This is an optimization exercise on Yosys and OpenROAD, whose aim is small area, a short achievable clock period and few clock cycles per item, not a production implementation.
Only simulation tests tie the RTL to the original design; equivalence was not proved.
Power and IR drop assume default switching activity.

`flow/config.mk`:
```
export PLATFORM = sky130hd
export DESIGN_NAME = lookup3_seq
export DESIGN_NICKNAME = lookup3_seq
export VERILOG_FILES = /design/flow/design.v
export SDC_FILE = /design/flow/constraint.sdc
export NUM_CORES = 4
export LEC_CHECK = 0
export CAP_MARGIN = 20
export CORE_MARGIN = 2
export CORE_UTILIZATION = 45
export SETUP_SLACK_MARGIN = 2.0
export SLEW_MARGIN = 20
```
`flow/constraint.sdc`:
```
create_clock -name core_clock -period 6.5 [get_ports {clk}]
set_input_delay 1.3000 -clock core_clock [delete_from_list [all_inputs] [get_ports {clk}]]
set_output_delay 1.3000 -clock core_clock [all_outputs]
set_load 0.01 [all_outputs]
```
`flow/design.v`:
```
module lookup3_seq (
   input  logic        clk,
   input  logic        res,
   input  logic        start,
   input  logic [31:0] len,
   input  logic [31:0] initval,
   input  logic        kw_valid,
   input  logic [31:0] kw_data,
   output logic        kw_ready,
   output logic        busy,
   output logic        done,
   output logic [31:0] hash,
   output logic        err
);
   function automatic logic [31:0] rotl(input logic [31:0] x, input int k);
      rotl = (x << k) | (x >> (32 - k));
   endfunction
   function automatic logic [31:0] padd(input logic [31:0] x, input logic [31:0] y,
                                        input logic ci);
      logic [31:0] g, p, t;
      t = x ^ y;
      g = x & y;
      p = t;
      g[0] = g[0] | (t[0] & ci);
      for (int l = 0; l < 5; l++) begin
         for (int i = 31; i >= 0; i--) begin
            if (((i >> l) & 1) == 1) begin
               g[i] = g[i] | (p[i] & g[((i >> l) << l) - 1]);
               p[i] = p[i] & p[((i >> l) << l) - 1];
            end
         end
      end
      padd = t ^ {g[30:0], ci};
   endfunction
   logic st_i, st_s1, st_s2, st_w, st_r, st_m, st_f;
   logic [12:0] ph;        
   logic [1:0]  aidx;      
   logic [1:0]  nrot;      
   logic        rec;       
   logic        zlen;      
   logic [31:0] wb;        
   logic        wbv;       
   logic        wlast;     
   logic        wtail;     
   logic [19:0] rem;       
   logic [1:0]  fidx;      
   logic        fdone;     
   logic        q_sa;      
   logic        q_sb;      
   logic        q_aa;      
   logic        q_ab;      
   logic        q_xm;      
   logic        q_sc;      
   logic [3:0]  q_keep;    
   logic [8:0]  q_rot;     
   logic [31:0] r0, r1, r2;
   logic next_word;        
   logic take;
   assign next_word = st_s2 || (st_m && ph[5]) || (st_w && wbv && !wlast) ||
                      (st_r && rec && nrot == 2'd1);
   assign kw_ready  = next_word && !fdone;
   assign take      = kw_valid && kw_ready;
   assign busy      = !st_i;
   assign hash      = r1;
   assign err       = 1'b0;
   logic       f_tail, f_last;
   logic [2:0] f_keep;
   assign f_tail = (rem <= 20'd12);
   assign f_last = f_tail ? ({fidx, 2'b00} + 4'd4 >= rem[3:0]) : (fidx == 2'd2);
   always_comb begin
      f_keep = 3'b111;
      if (f_tail && f_last) begin
         case (rem[1:0])
            2'd1:    f_keep = 3'b000;
            2'd2:    f_keep = 3'b100;
            2'd3:    f_keep = 3'b110;
            default: f_keep = 3'b111;
         endcase
      end
   end
   always_ff @(posedge clk) begin
      wb    <= kw_data;
      wlast <= f_last;
      wtail <= f_tail;
      q_keep <= take ? {1'b1, f_keep} : 4'b0000;
   end
   logic n_i, n_s1, n_s2, n_w, n_r, n_m, n_f, n_done;
   logic [12:0] n_ph;
   always_comb begin
      n_i = 1'b0; n_s1 = 1'b0; n_s2 = 1'b0; n_w = 1'b0; n_r = 1'b0; n_m = 1'b0; n_f = 1'b0;
      n_done = 1'b0;
      n_ph = ph << 1;
      if (st_i) begin
         if (start) n_s1 = 1'b1;
         else       n_i  = 1'b1;
      end
      if (st_s1) n_s2 = 1'b1;
      if (st_s2) begin
         if (zlen) begin
            n_i    = 1'b1;
            n_done = 1'b1;
         end else begin
            n_w = 1'b1;
         end
      end
      if (st_w) begin
         if (!wbv) begin
            n_r = 1'b1;
         end else if (!wlast) begin
            n_w = 1'b1;
         end else if (!wtail) begin
            n_m  = 1'b1;
            n_ph = 13'd1;
         end else if (aidx == 2'd1) begin
            n_f  = 1'b1;
            n_ph = 13'd1 << 6;
         end else begin
            n_r = 1'b1;
         end
      end
      if (st_r) begin
         if (nrot != 2'd1) begin
            n_r = 1'b1;
         end else if (rec) begin
            n_w = 1'b1;
         end else begin
            n_f  = 1'b1;
            n_ph = 13'd1 << 6;
         end
      end
      if (st_m) begin
         if (ph[5]) n_w = 1'b1;
         else       n_m = 1'b1;
      end
      if (st_f) begin
         if (ph[12]) begin
            n_i    = 1'b1;
            n_done = 1'b1;
         end else begin
            n_f = 1'b1;
         end
      end
   end
   always_ff @(posedge clk) begin
      if (res) begin
         st_i  <= 1'b1;
         st_s1 <= 1'b0;
         st_s2 <= 1'b0;
         st_w  <= 1'b0;
         st_r  <= 1'b0;
         st_m  <= 1'b0;
         st_f  <= 1'b0;
         done  <= 1'b0;
         wbv   <= 1'b0;
      end else begin
         st_i  <= n_i;
         st_s1 <= n_s1;
         st_s2 <= n_s2;
         st_w  <= n_w;
         st_r  <= n_r;
         st_m  <= n_m;
         st_f  <= n_f;
         done  <= n_done;
         wbv   <= take;
      end
   end
   always_ff @(posedge clk) begin
      ph   <= n_ph;
      q_sa <= n_m | n_w;
      q_sb <= n_m | n_s1 | n_s2;
      q_aa <= n_m | n_s1 | n_f;
      q_ab <= n_m | n_s1 | n_i;
      q_xm <= n_m;
      q_sc <= n_s2;
      q_rot <= {n_ph[12], n_ph[8], n_ph[4], n_ph[3] | n_ph[9], n_ph[6] | n_ph[11],
                n_ph[7], n_ph[2], n_ph[1], n_ph[0] | n_ph[5] | n_ph[10]};
   end
   always_ff @(posedge clk) begin
      if (take) begin
         fidx <= fidx + 2'd1;
         if (f_last) begin
            fidx <= 2'd0;
            rem  <= rem - 20'd12;
            if (f_tail) fdone <= 1'b1;
         end
      end
      if (st_i) begin
         rem   <= len[19:0];
         fidx  <= 2'd0;
         fdone <= (len == 32'd0);
         zlen  <= (len == 32'd0);
         aidx  <= 2'd0;
      end
      if (st_w && wbv) aidx <= wlast ? 2'd0 : aidx + 2'd1;
      if (st_w && !wbv) begin
         rec  <= 1'b1;
         nrot <= 2'd2;
      end else if (st_w && wlast && wtail) begin
         rec  <= 1'b0;
         nrot <= (aidx == 2'd0) ? 2'd1 : 2'd2;
      end else if (st_r) begin
         nrot <= nrot - 2'd1;
      end
   end
   logic [31:0] rk;        
   assign rk = ({32{q_rot[0]}} & rotl(r1, 4))  | ({32{q_rot[1]}} & rotl(r1, 6))  |
               ({32{q_rot[2]}} & rotl(r1, 8))  | ({32{q_rot[3]}} & rotl(r1, 11)) |
               ({32{q_rot[4]}} & rotl(r1, 14)) | ({32{q_rot[5]}} & rotl(r1, 16)) |
               ({32{q_rot[6]}} & rotl(r1, 19)) | ({32{q_rot[7]}} & rotl(r1, 25)) |
               ({32{q_rot[8]}} & rotl(r1, 24));
   logic [31:0] word_m;    
   assign word_m = {wb[31:24] & {8{q_keep[3]}}, wb[23:16] & {8{q_keep[2]}},
                    wb[15:8] & {8{q_keep[1]}}, wb[7:0] & {8{q_keep[0]}}} |
                   (32'hDEADBEEF & {32{q_sc}});
   logic [31:0] sub_a, sub_b, sub_o, add_a, add_b, add_o;
   assign sub_a = q_sa ? r0 : (r0 ^ r1);
   assign sub_b = q_sb ? r1 : rk;
   assign sub_o = padd(sub_a, ~sub_b, 1'b1);
   assign add_a = q_aa ? r1 : r0;
   assign add_b = q_ab ? r2 : word_m;
   assign add_o = padd(add_a, add_b, 1'b0);
   always_ff @(posedge clk) begin
      if (st_i) begin
         r0 <= r2;
         r1 <= len;
         r2 <= initval;
      end else if (st_s1 | st_s2) begin
         r0 <= add_o;
         r1 <= add_o;
         r2 <= add_o;
      end else if (st_m | st_f) begin
         r0 <= r2;
         r1 <= sub_o ^ (rk & {32{q_xm}});
         r2 <= st_m ? add_o : r1;
      end else begin
         r0 <= r2;
         r1 <= add_o;
         r2 <= r1;
      end
   end
endmodule
```
`flow/run.sh`:
```
#!/bin/bash
# synth_recipe.tcl (not shown) runs the flow's synth.tcl, then flattens the netlist and writes it again
# the make line also repeats each setting of config.mk as NAME=value (left out here)
make -C /OpenROAD-flow-scripts/flow DESIGN_CONFIG=/design/flow/config.mk WORK_HOME=/design/flow/orfs CLKGATE_MAP_FILE= SYNTH_SCRIPT=/design/flow/synth_recipe.tcl finish
```
==> key figures, run 1 <==
Logic synthesis
  – Largest cells by area after synthesis: dfxtp_1, ha_1, xnor2_1, edfxtp_1, nand2_1
  – Simple-Gate Fraction of Synth Area: 14.3%
  – Synth Cell Area: 13000 µm²
  – Syn Area/Cell: roughly 8.5 µm²
  – Mux cell area share after synthesis: under 10%
  – Yosys reg bits: 194
  – Seq/Total Area, Yosys: 31.8%
  – Most used DFF post-synth: dfxtp_1
  – Synth cell types: 70
  – Post-Synth Adder-Cell Area: between 8 and 9%
  – XOR/XNOR share of the synthesized area: 8.38%
  – EDFF count, synth: 24
  – Synthesized Nets: ~1700
  – Largest family of logic cells by synthesized area: compound AO/OA/AOI/OAI gates
  – Area leader, netlist: dfxtp_1
  – YS warnings: 1
  – Area fraction in compound gates after synthesis: around 24%
  – Synth async-reset ratio: 0%
  – Cells after synthesis: 1524
  – Synth top area share: between 20% and 30%

Clock tree
  – Clock slew at reported path FFs: 0.08 ns
  – CTS tree: built
  – TritonCTS Buffers: 17
  – Worst-Skew Late Latency: between 0.4 and 0.5 ns
  – Post-CTS Setup Repair Bufs: 0
  – Longest Clk Path Bufs: 2
  – Post_cts resized: 0
  – H-tree levels: 4
  – Clock Tree Root: clkbuf_16
  – CTS Hold Buffers Added: 0
  – CTS sink cnt: 194

STA
  – Tightest hold margin: 0.430 ns
  – Setup WS post-layout: ~2.4 ns
  – Part of the cycle the worst path needs: a little under two thirds
  – Fin crit period: 4.15 ns
  – F_max: 241 MHz
  – Final Setup Violations: 0
  – Setup_tns: 0 ns
  – Worst-margin pin slew: 1.11 ns
  – RSZ-0062 raised after global routing: no
  – Max_slew headroom: 26.1%
  – Slew Limit Fails: 0
  – Final hold vios: 0
  – Worst Skew: 0.0226 ns

Drt
  – Drc violations: 0
  – Final ANT Viol Nets: 0
  – Initial drt markers: 1848
  – Drt pass-1 iters: 11
  – Routed WL per cell: 23.4 µm
  – Final WL: 46.3 mm
  – Vias/cell: between 6 and 7
  – Vias: 12200

Worst setup path
  – Sequence of cells on the critical path: buf_4, a222oi_1, nand3_1, mux2_2, ha_1, fa_1, nand2b_1, a21o_1, a31oi_1, a21bo_2, a31o_2, a211o_1, a41o_1, mux2i_1, o211ai_1
  – Top delay family on crit path: compound AO/OA/AOI/OAI gates
  – Worst setup EP type: flop
  – Peak per-stage delay on the critical path: 0.44 ns
  – Crit Path Max Fanout: 24
  – CP required: 6.82 ns
  – Crit-path slowest cell: fa_1
  – CP bufs+invs: 1
  – Critical path type: flop to flop
  – R2r setup slk: 2.35 ns
  – Crit path DAT: 4.47 ns
  – Startpoint types: flop

Placed design
  – Post-DP HPWL: roughly 33 mm
  – Dpl ws: between 2 and 2.5 ns
  – Post-Place Cells: about 1900
  – Placer Congestion: 0.929
  – Port Buf Inserts: 134

Status
  – Status: complete, no violations

Final layout
  – Share of cells above drive strength 1: 8.03%
  – Syn-to-layout area delta: 17.0%
  – Most frequent cells in the layout: nand2_1, dfxtp_1, clkdlybuf4s50_1
  – Final core occ: 53.1%
  – Filler cells: 2729
  – # diodes: 0
  – Commonest non-fill, non-tap cell in the layout: nand2_1
  – Fin cells: 1979
  – Final net count: 1762

Die
  – Die area: 30200 µm²
  – Row Count: 62
  – Core area: 28500 µm²
  – Die outline height: 174 µm
  – Boundary Pins: 136
  – Die width: 174 µm
  – Initial core utilization: 45.4%

Job
  – Max-cap violations: 0

GRT
  – Gr ovfl total: 0
  – First-pass GRT wire length: 70.4 mm
  – Initial antenna violation count: 0
  – Vias in the first global route: 11400
  – GR Util All Layers: between 30% and 40%
  – Pin count of the biggest net entering global routing: 70

Hold path
  – Hold Path Class: flop to flop

Power
  – Power per cell area: 369 nW/µm²
  – Worst ir drop on vdd: around 0.00018 V
  – P_leak: 6.02 nW
-- final cells by class --
class | instances | area, µm² | share of cell area, %
Multi-Input combinational cell | 1166 | 8230 | 54.3
Sequential cell | 194 | 4130 | 27.3
Timing Repair Buffer | 159 | 1530 | 10.1
Tap cell | 384 | 480 | 3.17
Clock buffer | 17 | 425 | 2.81
Clock inverter | 15 | 189 | 1.25
Inverter | 44 | 165 | 1.09
-- state kept, by name, indices dropped and copies added, names as in the netlist, 2 cells and up --
name	flops
fidx	2
q_keep	4
nrot	2
rem	20
r0	32
r2	32
r1	32
aidx	2
ph	10
q_rot	6
wb	32
-- where the power goes --
group / internal (W) / switching [W]
sequential: 0.00139 / 0.000419
clock: 0.000557 / 0.000562
combinational: 0.00120 / 0.00147
-- routing by layer --
layer  global-route usage, %  vias up  share of wire [%]
li1                        -     5669                  -
met1                    45.1     5731                 46
met2                    42.1      705                 40
met3                    7.83       99                 11
met4                    9.66        0                2.9
met5                       0        -                  0
-- path summary, 6_finish.rpt --
path,end,cells after the start,startpoint
worst max register to register,r1[31],15,q_rot[6]
worst max-delay path,r1[31],15,q_rot[6]
worst min-delay path,ph[1],1,ph[0]
worst min register to register,ph[1],1,ph[0]
-- cells in the mapped netlist, types with 26 or more instances --
| library cell | instances |
|---|---|
| dfxtp_1 | 170 |
| nand2_1 | 169 |
| clkbuf_1 | 108 |
| a21oi_1 | 100 |
| xnor2_1 | 98 |
| o21ai_0 | 92 |
| ha_1 | 70 |
| nor2_1 | 70 |
| mux2_2 | 52 |
| mux2i_1 | 45 |
| nand3_1 | 45 |
| inv_1 | 43 |
| a22o_1 | 38 |
| a22oi_1 | 38 |
| nand2b_1 | 38 |
| a222oi_1 | 32 |
| a221oi_1 | 31 |
| o21ai_1 | 30 |
| xor2_1 | 26 |
-- through the flow --
stage	instance area, µm²	power (W)
floorplan	13000	0.00353
global route	15200	0.00592
CTS	15200	0.00553
global placement	14500	0.00438
finish	15200	0.00560
detailed placement	14500	0.00440
-- cells by family (layout without fill, tap and decap cells) --
group,after synthesis,count (layout)
AND/OR/NAND/NOR,401,401
buffers and inverters,164,235
XOR/XNOR,124,124
adder cells (fa/ha/maj),80,80
multiplexers,98,98
flip-flops,194,194
AO/OA/AOI/OAI,462,462
other,1,1
Testbench counts, summed over its fixed seeds: cycles 26,786, bytes 30,342.
==> run 2, diff against run 1 <==
--- a/flow/design.v
+++ b/flow/design.v
@@ -48,9 +48,8 @@
    logic        q_sa;      
-   logic        q_sb;      
    logic        q_aa;      
    logic        q_ab;      
-   logic        q_xm;      
    logic        q_sc;      
    logic [3:0]  q_keep;    
-   logic [8:0]  q_rot;     
+   logic [6:0]  q_fr;      
+   logic [4:0]  q_mr;      
    logic [31:0] r0, r1, r2;
@@ -169,9 +168,7 @@
       q_sa <= n_m | n_w;
-      q_sb <= n_m | n_s1 | n_s2;
       q_aa <= n_m | n_s1 | n_f;
       q_ab <= n_m | n_s1 | n_i;
-      q_xm <= n_m;
       q_sc <= n_s2;
-      q_rot <= {n_ph[12], n_ph[8], n_ph[4], n_ph[3] | n_ph[9], n_ph[6] | n_ph[11],
-                n_ph[7], n_ph[2], n_ph[1], n_ph[0] | n_ph[5] | n_ph[10]};
+      q_fr <= {n_ph[8], n_ph[12], n_ph[9], n_ph[6] | n_ph[11], n_ph[7], n_ph[10], !n_f};
+      q_mr <= {5{n_m}} & {n_ph[4], n_ph[3], n_ph[2], n_ph[1], n_ph[0] | n_ph[5]};
    end
@@ -204,8 +201,10 @@
    end
-   logic [31:0] rk;        
-   assign rk = ({32{q_rot[0]}} & rotl(r1, 4))  | ({32{q_rot[1]}} & rotl(r1, 6))  |
-               ({32{q_rot[2]}} & rotl(r1, 8))  | ({32{q_rot[3]}} & rotl(r1, 11)) |
-               ({32{q_rot[4]}} & rotl(r1, 14)) | ({32{q_rot[5]}} & rotl(r1, 16)) |
-               ({32{q_rot[6]}} & rotl(r1, 19)) | ({32{q_rot[7]}} & rotl(r1, 25)) |
-               ({32{q_rot[8]}} & rotl(r1, 24));
+   logic [31:0] sub_b, rk;
+   assign sub_b = ({32{q_fr[0]}} & r1)            | ({32{q_fr[1]}} & rotl(r1, 4))  |
+                  ({32{q_fr[2]}} & rotl(r1, 11))  | ({32{q_fr[3]}} & rotl(r1, 14)) |
+                  ({32{q_fr[4]}} & rotl(r1, 16))  | ({32{q_fr[5]}} & rotl(r1, 24)) |
+                  ({32{q_fr[6]}} & rotl(r1, 25));
+   assign rk    = ({32{q_mr[0]}} & rotl(r1, 4))   | ({32{q_mr[1]}} & rotl(r1, 6))  |
+                  ({32{q_mr[2]}} & rotl(r1, 8))   | ({32{q_mr[3]}} & rotl(r1, 16)) |
+                  ({32{q_mr[4]}} & rotl(r1, 19));
    logic [31:0] word_m;    
@@ -214,5 +213,4 @@
                    (32'hDEADBEEF & {32{q_sc}});
-   logic [31:0] sub_a, sub_b, sub_o, add_a, add_b, add_o;
+   logic [31:0] sub_a, sub_o, add_a, add_b, add_o;
    assign sub_a = q_sa ? r0 : (r0 ^ r1);
-   assign sub_b = q_sb ? r1 : rk;
    assign sub_o = padd(sub_a, ~sub_b, 1'b1);
@@ -232,3 +230,3 @@
          r0 <= r2;
-         r1 <= sub_o ^ (rk & {32{q_xm}});
+         r1 <= sub_o ^ rk;
          r2 <= st_m ? add_o : r1;
--- a/flow/config.mk
+++ b/flow/config.mk
@@ -10,3 +10,3 @@
 export CORE_UTILIZATION = 45
-export SETUP_SLACK_MARGIN = 2.0
+export SETUP_SLACK_MARGIN = 3.0
 export SLEW_MARGIN = 20
==> run 2 against run 1 <==
Still clean on timing, DRC and antenna. Sequential power fell by 6%. Flip-flop and latch count is 2 higher. Global-route usage increased by 0.64 points. Clock skew shrank 0.0051 ns. Register-to-register slack improved by 0.60 ns. First-iteration DRC count grew 13%. Non-clock buffer count rose by 45. Routed wire length increased by 3.0%. Largest power group unchanged.
==> key figures, run 2 <==
Final layout
  – Most frequent cells in the layout: nand2_1, dfxtp_1, clkdlybuf4s50_1 (unchanged)
  – Final net count: 1802 (was 1762)
  – Syn-to-layout area delta: 22.3% (was 17.0%)
  – Commonest non-fill, non-tap cell in the layout: nand2_1 (unchanged)
  – Share of cells above drive strength 1: 14.2% (was 8.03%)

Status
  – Status: complete, no violations (unchanged)

STA
  – Worst-margin pin slew: 0.788 ns (was 1.11 ns)
  – Final Setup Violations: 0 (unchanged)
  – Final hold vios: 0 (unchanged)
  – Part of the cycle the worst path needs: 54.7% (was 63.8%)
  – Worst Skew: 0.0175 ns (was 0.0226 ns)
  – F_max: 281 MHz (was 241 MHz)
  – Slew Limit Fails: 0 (unchanged)
  – Max_slew headroom: 47.5% (was 26.1%)
  – Setup_tns: 0 ns (unchanged)
  – Setup WS post-layout: 2.95 ns (was 2.35 ns)
  – Fin crit period: 3.55 ns (was 4.15 ns)
  – Tightest hold margin: 0.433 ns (was 0.430 ns)
  – RSZ-0062 raised after global routing: yes (was no)

GRT
  – Vias in the first global route: 12000 (was 11400)
  – First-pass GRT wire length: 71.3 mm (was 70.4 mm)
  – Gr ovfl total: 0 (unchanged)
  – Initial antenna violation count: 1 (was 0)
  – GR Util All Layers: 30.9% (was 30.2%)
  – Pin count of the biggest net entering global routing: 62 (was 70)

Clock tree
  – Clock Tree Root: clkbuf_16 (unchanged)
  – Clock slew at reported path FFs: 0.08 ns (about the same)
  – CTS tree: built (unchanged)
  – TritonCTS Buffers: 17 (unchanged)
  – H-tree levels: 4 (unchanged)
  – Longest Clk Path Bufs: 2 (unchanged)
  – Worst-Skew Late Latency: 0.46 ns (about the same)
  – CTS sink cnt: 196 (was 194)

Drt
  – Drc violations: 0 (unchanged)
  – Drt pass-1 iters: 13 (was 11)
  – Final ANT Viol Nets: 0 (unchanged)
  – Routed WL per cell: 23.6 µm (was 23.4 µm)
  – Vias/cell: 6.24 (was 6.17)
  – Final WL: 47.6 mm (was 46.3 mm)
  – Initial drt markers: 2090 (was 1848)
  – Vias: 12600 (was 12200)

Hold path
  – Worst Hold Launch: ph[6] (was ph[0])
  – Hold Path Class: flop to flop (unchanged)
  – Worst hold stages: 1 (unchanged)
  – Hold EP: q_fr[2] (was ph[1])

Logic synthesis
  – Most used DFF post-synth: dfxtp_1 (unchanged)
  – Synth top area share: 26.6% (was 26.3%)
  – EDFF count, synth: 24 (unchanged)
  – Seq/Total Area, Yosys: 32.2% (was 31.8%)
  – Post-synth top cells: dfxtp_1, nand2_1, clkbuf_1, a21oi_1, o21ai_0 (was dfxtp_1, nand2_1, clkbuf_1, a21oi_1, xnor2_1)
  – YS warnings: 1 (unchanged)
  – Synth cell types: 66 (was 70)
  – Cells after synthesis: 1527 (was 1524)
  – Area leader, netlist: dfxtp_1 (unchanged)
  – Largest cells by area after synthesis: dfxtp_1, ha_1, xnor2_1, a22oi_1, edfxtp_1 (was dfxtp_1, ha_1, xnor2_1, edfxtp_1, nand2_1)
  – Synth Cell Area: 12900 µm² (was 13000 µm²)
  – Yosys reg bits: 196 (was 194)
  – Synth async-reset ratio: 0% (unchanged)
  – Synthesized Nets: 1707 (was 1704)
  – Cell with the most instances after synthesis: dfxtp_1 (unchanged)
  – Syn Area/Cell: 8.47 µm² (was 8.50 µm²)

Die
  – Die width: 174 µm (about the same)
  – Boundary Pins: 136 (unchanged)
  – Die outline height: 174 µm (about the same)
  – Row Count: 62 (unchanged)
  – Die area: 30100 µm² (was 30200 µm²)
  – Core area: 28500 µm² (about the same)
  – Initial core utilization: 45.4% (about the same)

Power
  – P_leak: 6.36 nW (was 6.02 nW)
  – Power per cell area: 365 nW/µm² (was 369 nW/µm²)
  – Worst ir drop on vdd: 0.000209 V (was 0.000184 V)

Placed design
  – Placer Congestion: 0.923 (was 0.929)
  – Dpl ws: 2.11 ns (was 2.36 ns)
  – Port Buf Inserts: 134 (unchanged)
  – Post-DP HPWL: 32.1 mm (was 32.5 mm)

Worst setup path
  – R2r startpoint: q_sc (was q_rot[6])
  – Crit Path Max Fanout: 13 (was 24)
  – Critical path type: flop to flop (unchanged)
  – Startpoint types: flop (unchanged)
  – FF-to-FF End: r2[27] (was r1[31])
  – Reg2reg path depth: 15 (unchanged)
  – R2r setup slk: 2.95 ns (was 2.35 ns)
  – Worst setup EP type: flop (unchanged)
  – CP required: 6.85 ns (was 6.82 ns)
  – Crit path DAT: 3.90 ns (was 4.47 ns)

Job
  – Max-cap violations: 0 (unchanged)
run 2: layout make-up:
type                            count  area, µm²
Antenna cell                        2       5.00
Clock buffer                       20        437
Clock inverter                     12       81.3
Fill cell                        2690      12700
Inverter                           42        158
Multi-Input combinational cell   1161       8320
Sequential cell                   196       4250
Tap cell                          384        480
Timing Repair Buffer              204       2080
run 2: cell families (layout without fill, tap and decap cells):
logic type | after synthesis | after routing | share of synthesized area (%)
AO/OA/AOI/OAI | 483 | 483 | 25.5
XOR/XNOR | 128 | 128 | 8.67
adder cells (fa/ha/maj) | 80 | 80 | 8.32
buffers and inverters | 170 | 278 | 5.20
flip-flops | 196 | 196 | 32.2
multiplexers | 62 | 62 | 5.27
other | 1 | 3 | 0.0290
AND/OR/NAND/NOR | 407 | 407 | 14.8
run 2: how the worst max path moves through the flow:
stage	startpoint	to	slack [ns]	cells past startpoint
3_3_place_gp	q_fr[3]	r1[31]	2.08	15
4_1_cts	q_sa	r1[31]	2.96	17
6_report	q_sc	r2[27]	2.95	15
2_1_floorplan	q_aa	r2[27]	2.97	15
5_1_grt	r1[28]	r1[31]	2.85	17
3_5_place_dp	q_fr[3]	r1[31]	2.11	15
run 2: worst max-delay path, stage by stage, from the launching register on:
cell and delay (ns):
dfxtp_4 0.38, buf_8 0.16, a21oi_4 0.12, o21ai_2 0.08, ha_4 0.16, fa_2 0.35, a211oi_2 0.23, o21ai_2 0.12
o211ai_2 0.21, a21oi_2 0.13, or4_4 0.52, a41o_1 0.25, a21oi_2 0.19, xor2_2 0.18, o21ai_1 0.07, mux2_4 0.27
run 2: power by group:
part / switching [W] / internal, W / total (W)
sequential: 0.000301 / 0.00141 / 0.00171
clock: 0.000486 / 0.000490 / 0.000976
combinational: 0.00166 / 0.00143 / 0.00309
total: 0.00244 / 0.00333 / 0.00578
run 2: what timing repair did:
| item | CTS | global route |
|---|---|---|
| resized for setup | 64 | 59 |
| endpoints found under the setup margin | 65 | 37 |
| pin swaps | 10 | 21 |
| hold buffers | 0 | 0 |
| setup buffers | 17 | 10 |
| gates cloned | 2 | 2 |
run 2: per-layer routing:
metal,vias to the layer above,share of wire (%),routed length [µm],GRT usage [%]
met4,0,6.0,2840,18.2
met5,-,0,0,0
met2,684,44,21000,47.1
met3,148,9.0,4270,8.20
met1,6004,41,19500,39.2
li1,5782,-,-,-
run 2: stage by stage:
stage	cell area, µm²	total power (W)	cells	utilization [%]
after floorplan	13000	0.00364	1527	-
after global placement	14600	0.00447	1956	51.2
after detailed placement	14600	0.00450	1956	51.2
after CTS	15500	0.00559	2007	54.4
after global routing	15800	0.00613	2019	55.5
final	15800	0.00578	2021	55.5
Testbench counts of run 2, summed over its fixed seeds: cycles 26,786, bytes 30,342.
==> run 3, diff against run 2 <==
--- a/flow/config.mk
+++ b/flow/config.mk
@@ -9,3 +9,3 @@
 export CORE_MARGIN = 2
-export CORE_UTILIZATION = 45
+export CORE_UTILIZATION = 50
 export SETUP_SLACK_MARGIN = 3.0
==> run 3 against run 2 <==
Worst hold slack lost 0.0012 ns. Clock skew is essentially flat. Non-clock buffer count shrank 6. Flip-flop and latch count is the same.
==> key figures, run 3 <==
Status
  – Status: complete, no violations (unchanged)

Logic synthesis
  – Largest cells by area after synthesis: dfxtp_1, ha_1, xnor2_1, a22oi_1, edfxtp_1 (unchanged)
  – Post-synth top cells: dfxtp_1, nand2_1, clkbuf_1, a21oi_1, o21ai_0 (unchanged)
  – Seq/Total Area, Yosys: 32.2% (unchanged)
  – Yosys reg bits: 196 (unchanged)
  – Mux cell area share after synthesis: 5.27% (unchanged)
  – Largest family of logic cells by synthesized area: compound AO/OA/AOI/OAI gates (unchanged)
  – Cells after synthesis: 1527 (unchanged)
  – Synth async-reset ratio: 0% (unchanged)
  – YS warnings: 1 (unchanged)
  – Area leader, netlist: dfxtp_1 (unchanged)
  – EDFF count, synth: 24 (unchanged)
  – Area fraction in compound gates after synthesis: 25.5% (unchanged)
  – Most used DFF post-synth: dfxtp_1 (unchanged)
  – Simple-Gate Fraction of Synth Area: 14.8% (unchanged)
  – Post-Synth Adder-Cell Area: 8.32% (unchanged)
  – Syn Area/Cell: 8.47 µm² (unchanged)
  – Synth top area share: 26.6% (unchanged)
  – Synthesized Nets: 1707 (unchanged)
  – Synth cell types: 66 (unchanged)
  – Synth Cell Area: 12900 µm² (unchanged)
  – XOR/XNOR share of the synthesized area: 8.67% (unchanged)
  – Cell with the most instances after synthesis: dfxtp_1 (unchanged)

Placed design
  – Placed Area: 14500 µm² (was 14600 µm²)
  – Port Buf Inserts: 134 (unchanged)
  – Post-DP HPWL: 32.1 mm (about the same)
  – Placer Congestion: 0.927 (was 0.923)

Worst setup path
  – Critical path type: flop to flop (unchanged)
  – Reg2reg path depth: 14 (was 15)
  – FF-to-FF End: r2[27] (unchanged)
  – Startpoint types: flop (unchanged)
  – Worst setup EP type: flop (unchanged)
  – R2r startpoint: q_aa (was q_sc)
  – Crit Path Max Fanout: 5 (was 13)
  – Crit path DAT: 3.91 ns (was 3.90 ns)
  – R2r setup slk: 2.93 ns (was 2.95 ns)
  – CP required: 6.84 ns (was 6.85 ns)

Die
  – Die outline height: 165 µm (was 174 µm)
  – Die area: 27200 µm² (was 30100 µm²)
  – Boundary Pins: 136 (unchanged)
  – Die width: 165 µm (was 174 µm)
  – Row Count: 58 (was 62)
  – Initial core utilization: 51.2% (was 45.4%)
  – Core area: 25300 µm² (was 28500 µm²)

Drt
  – Vias/cell: 6.36 (was 6.24)
  – Final ANT Viol Nets: 0 (unchanged)
  – Vias: 12500 (was 12600)
  – Final WL: 48.2 mm (was 47.6 mm)
  – Routed WL per cell: 24.6 µm (was 23.6 µm)
  – Initial drt markers: 1913 (was 2090)
  – Drt pass-1 iters: 14 (was 13)
  – Drc violations: 0 (unchanged)

Clock tree
  – CTS tree: built (unchanged)
  – CTS sink cnt: 196 (unchanged)
  – Clock slew at reported path FFs: 0.08 ns (about the same)
  – H-tree levels: 4 (unchanged)
  – Worst-Skew Late Latency: 0.45 ns (was 0.46 ns)
  – Clock Tree Root: clkbuf_16 (unchanged)
  – TritonCTS Buffers: 17 (unchanged)
  – Longest Clk Path Bufs: 2 (unchanged)

STA
  – Final Setup Violations: 0 (unchanged)
  – F_max: 280 MHz (was 281 MHz)
  – Max_slew headroom: 46.2% (was 47.5%)
  – Final hold vios: 0 (unchanged)
  – Setup_tns: 0 ns (unchanged)
  – Worst-margin pin slew: 0.807 ns (was 0.788 ns)
  – Part of the cycle the worst path needs: 54.9% (was 54.7%)
  – Tightest hold margin: 0.432 ns (was 0.433 ns)
  – Worst Skew: 0.0177 ns (was 0.0175 ns)
  – Slew Limit Fails: 0 (unchanged)
  – Fin crit period: 3.57 ns (was 3.55 ns)
  – RSZ-0062 raised after global routing: yes (unchanged)

Power
  – Worst ir drop on vdd: 0.000176 V (was 0.000209 V)
  – P_leak: 6.32 nW (was 6.36 nW)
  – Power per cell area: 376 nW/µm² (was 365 nW/µm²)

Hold path
  – Hold EP: q_fr[5] (was q_fr[2])
  – Hold Path Class: flop to flop (unchanged)
  – Worst Hold Launch: ph[11] (was ph[6])
  – Worst hold stages: 1 (unchanged)

GRT
  – Initial antenna violation count: 0 (was 1)
  – Vias in the first global route: 12200 (was 12000)
  – Pin count of the biggest net entering global routing: 58 (was 62)
  – Gr ovfl total: 0 (unchanged)
  – GR Util All Layers: 35.5% (was 30.9%)
  – First-pass GRT wire length: 72.4 mm (was 71.3 mm)

Job
  – Max-cap violations: 0 (unchanged)

Final layout
  – Most frequent cells in the layout: nand2_1, dfxtp_1, clkdlybuf4s50_1 (unchanged)
  – Syn-to-layout area delta: 21.1% (was 22.3%)
  – Commonest non-fill, non-tap cell in the layout: nand2_1 (unchanged)
  – Final net count: 1796 (was 1802)
  – Share of cells above drive strength 1: 13.7% (was 14.2%)
  – Post-route cell area: 15700 µm² (was 15800 µm²)
  – Filler cells: 2262 (was 2690)
[run 3: cell counts after synthesis]
No cell type changed its count.
[run 3: worst max path at each step]
| stage | from | endpoint | slack, ns |
|---|---|---|---|
| after floorplan | q_aa | r2[27] | 2.97 |
| after global placement | q_ab | r2[27] | 2.21 |
| after detailed placement | q_ab | r2[27] | 2.14 |
| after CTS | q_aa | r2[27] | 2.96 |
| after global routing | q_aa | r2[27] | 2.81 |
| final | q_aa | r2[27] | 2.93 |
[run 3: power breakdown]
group	leakage [nW]	internal, W	total, W	switching (W)
logic	4.35	0.00143	0.00305	0.00162
clock network	0.282	0.000512	0.00107	0.000557
registers	1.69	0.00141	0.00176	0.000352
total	6.32	0.00335	0.00588	0.00253
[run 3: through the flow]
step	power [W]	setup WS [ns]	utilization (%)	instances
floorplan	0.00364	2.97	-	1527
global placement	0.00448	2.21	57.3	1896
detailed placement	0.00450	2.14	57.3	1896
CTS	0.00569	2.96	61.2	1947
global route	0.00622	2.81	62.0	1959
finish	0.00588	2.93	62.0	1960
[run 3: routing by layer]
layer / GRT usage (%) / wire (µm) / vias to the layer above
li1: - / - / 5768
met5: 0 / 0 / -
met3: 8.06 / 4410 / 156
met1: 44.4 / 19100 / 5872
met2: 55.4 / 21600 / 666
met4: 22.3 / 3150 / 0
[run 3: area by class of cell]
cell class              instances  area [µm²]  share of cell area [%]
well taps                     330         413                    2.64
clock inverters                14         143                   0.911
clock buffers                  18         429                    2.74
flip-flops and latches        196        4240                    27.1
diodes                          1        2.50                  0.0160
inverters                      42         158                    1.01
repair buffers                198        1990                    12.7
multi-input cells            1161        8290                    52.9
[run 3: critical path: stages (launching register included)]
cell	delay, ns
dfxtp_4	0.36
buf_12	0.13
mux2_4	0.31
ha_4	0.16
fa_2	0.36
a211oi_2	0.27
o21ai_2	0.12
o211ai_2	0.20
a21oi_2	0.13
or4_4	0.49
a41o_1	0.23
a21oi_2	0.14
xor2_1	0.22
o21ai_1	0.08
mux2_4	0.26
[run 3: cell families after synthesis]
family                   after synthesis
XOR/XNOR                             128
multiplexers                          62
adder cells (fa/ha/maj)               80
AO/OA/AOI/OAI                        483
other                                  1
flip-flops                           196
AND/OR/NAND/NOR                      407
buffers and inverters                170
[run 3: timing repair]
action	CTS	global route
hold endpoints to repair	0	0
hold buffers	0	0
gates resized for setup	67	34
setup endpoints to repair	69	53
buffers inserted	17	12
gates cloned	2	0
pin swaps	14	15

==> afterwards: timing with drivers on the ports <==
The results above use ideal ports. As a check the final layouts listed here were re-extracted and re-timed, cells and wires unchanged. Step 1 assumes that a clkbuf_16 drives the clock port and a buf_2 every other input. Step 2, shift: input delay + t, output delay - t, t = (earliest + latest rising clock arrival at the registers) / 2. This alone moves slack from input paths to output paths. Three values: no drivers, after step 1, after step 2; two values: the first two.
run | t (ns) | slack for setup (ns) | clock arrival spread, ns
run 1 | 0.492 | 2.350 / 2.350 / 2.350 | 0.022 / 0.023
run 2 | 0.501 | 2.947 / 2.947 / 2.947 | 0.017 / 0.018
run 3 | 0.498 | 2.931 / 2.931 / 2.931 | 0.018 / 0.019
After both steps setup and hold are still met in every run listed.
